This design comes from an exercise in tuning for small area and a short achievable clock period on the open sky130 flow, not from production work.
In this exercise RTL edits were held to simulation tests only and were not proved equivalent to the original.
Power figures rest on the tool's default switching activity, not on a simulated workload.

==> flow/design.v (excerpt) <==
module fetch_dispatch
(
    input  logic              clk1,
    input  logic              rst_n,
    input  logic              imem_we,
    input  logic [fetch_dispatch_pkg::PC_W-1:0]   imem_waddr,
    input  logic [31:0]       imem_wdata,
    input  logic              rs_add_free,
    input  logic              rs_mul_free,
    input  logic              rs_load_free,
    input  logic              rob_commit,
    input  logic [4:0]        rob_commit_dest,
    input  logic [fetch_dispatch_pkg::TAG_W-1:0]  rob_commit_tag,
    output logic [fetch_dispatch_pkg::PC_W-1:0]   pc,
    output logic [31:0]       inst,
    output logic              stall,
    output logic              disp_add_v,
    output logic              disp_mul_v,
    output logic              disp_load_v,
    output logic [6:0]        disp_fun7,
    output logic [2:0]        disp_fun3,
    output logic [4:0]        disp_rd,
    output logic [4:0]        disp_rs1,
    output logic [4:0]        disp_rs2,
    output logic [11:0]       disp_offset,
    output logic [fetch_dispatch_pkg::TAG_W-1:0]  disp_rob_tag,
    output logic              disp_src1_busy,
    output logic [fetch_dispatch_pkg::TAG_W-1:0]  disp_src1_tag,
    output logic              disp_src2_busy,
    output logic [fetch_dispatch_pkg::TAG_W-1:0]  disp_src2_tag
);
==> flow/config.mk <==
export PLATFORM = sky130hd
export DESIGN_NAME = fetch_dispatch
export DESIGN_NICKNAME = fetch_dispatch
export VERILOG_FILES = /design/flow/design.v
export SDC_FILE = /design/flow/constraint.sdc
export NUM_CORES = 4
export LEC_CHECK = 0
export CAP_MARGIN = 20
export CORE_MARGIN = 2
export CORE_UTILIZATION = 45
export CTS_CLUSTER_DIAMETER = 120
export CTS_CLUSTER_SIZE = 25
export SETUP_SLACK_MARGIN = 1.8
export SLEW_MARGIN = 20
export SYNTH_HIERARCHICAL = 1
export SYNTH_MINIMUM_KEEP_SIZE = 0
==> flow/constraint.sdc <==
create_clock -name core_clock -period 4.4 [get_ports {clk1}]
set_input_delay 0.8800 -clock core_clock [delete_from_list [all_inputs] [get_ports {clk1}]]
set_output_delay 0.8800 -clock core_clock [all_outputs]
set_load 0.01 [all_outputs]
standard.sh (not shown) runs the stock make flow with config.mk's settings and CLKGATE_MAP_FILE= SYNTH_SCRIPT=/design/flow/synth_recipe.tcl, a recipe that flattens the netlist after the stock synthesis.
==> flow/flow/run.sh <==
#!/bin/bash
# The standard ORFS layout (standard.sh, standard synthesis unchanged) with these
# changes to how the layout is made:
#  - MATCH_CELL_FOOTPRINT=0: the platform sets 1, which lets timing repair swap a
#    cell only for one of the same width, so it can hardly upsize anything;
#  - the port buffers that buffer_ports inserts are buf_4 instead of the platform's
#    default pick, a slow delay cell (clkdlybuf4s50_1);
#  - the floorplan step's timing repair (before placement, on wire-load estimates)
#    runs with no setup margin; the repairs after CTS and global routing use
#    config.mk's SETUP_SLACK_MARGIN.
# Each make run's whole output goes to its own log here; ORFS keeps each step's log
# under orfs/logs.
set -euo pipefail
V=(MATCH_CELL_FOOTPRINT=0 "BUFFER_PORTS_ARGS=-buffer_cell sky130_fd_sc_hd__buf_4")
bash standard.sh "${V[@]}" SETUP_SLACK_MARGIN=0 synth floorplan > flow_make_floorplan.log 2>&1
bash standard.sh "${V[@]}" finish > flow_make_finish.log 2>&1
The first run finished clean.
Rerun with:
SETUP_SLACK_MARGIN = 1.9   (was 1.8)
Effect: Cell count hardly moves; cell area goes up by 0.32%; power is about the same; maximum frequency goes up by 4.1%; clock-buffer cell count is unchanged; setup slack improves by 0.10 ns.

---

Setup of zinc:
Starting RTL as in the previous note.
Settings: LEC_CHECK=0, CAP_MARGIN=20, CORE_MARGIN=2, CORE_UTILIZATION=50, CTS_CLUSTER_DIAMETER=120, CTS_CLUSTER_SIZE=25, SETUP_SLACK_MARGIN=1.9, SLEW_MARGIN=20, SYNTH_HIERARCHICAL=1, SYNTH_MINIMUM_KEEP_SIZE=0; clock period 4.4 ns.
Scripts as last shown in full above: flow/flow/run.sh
diff inputs: zinc => xenon
Settings: swapping 50 for 45 in CORE_UTILIZATION; swapping 1.9 for 2.1 in SETUP_SLACK_MARGIN.
Results
Changes observed in xenon relative to zinc: power share of the combinational group comparable; max-capacitance violation count comparable; xor/xnor cell area share of the yosys netlist comparable. Against zinc, xenon comes in 3.8 points lower on global router's overall resource usage. xenon reports a lower ratio of final minimum period to clock period than zinc does. Horizontal die dimension, xenon vs zinc: up by a few percent. xenon contains fewer vias than zinc. Per the comparison of xenon with zinc, total inserted antenna cells decreased by 29 relative to the old numbers; maximum clock rate shows an increase of about 2.5%; fraction of power consumed by the clock network up 0.2 points; design area up 0.95%.

==> static timing again, ports no longer ideal <==
The flow's constraints put no driver on any port. The routed layouts listed below were extracted and timed again, unchanged, in two steps. Step 1 (the two cells are an assumption about what drives the block):
set clk [get_ports {clk1}]
set_driving_cell -lib_cell sky130_fd_sc_hd__clkbuf_16 $clk
set_driving_cell -lib_cell sky130_fd_sc_hd__buf_2 [delete_from_list [all_inputs] $clk]
Step 2 times the ports against the registers' clock, not the clock port: input delays grow and output delays shrink by t, the midpoint of the rising clock arrivals with the driver on. Slacks: no drivers / after step 1 / after step 2; pairs: no drivers / after step 1.
run	t, ns	slack for setup (ns)	hold slack, ns
the first run of note 1	1.053	1.730 / 1.700 / 0.647	0.238 / 0.175 / 0.356
the second run of note 1	1.055	1.835 / 1.827 / 0.882	0.234 / 0.171 / 0.356
zinc	1.029	1.686 / 1.686 / 0.744	0.341 / 0.267 / 0.353
xenon	1.057	1.754 / 1.754 / 0.992	0.229 / 0.165 / 0.353
After both steps setup and hold are still met in every run listed. For the first run of note 1, which loses most, drivers alone change the setup slack by -0.030 ns; drivers and shift together by -1.083 ns.
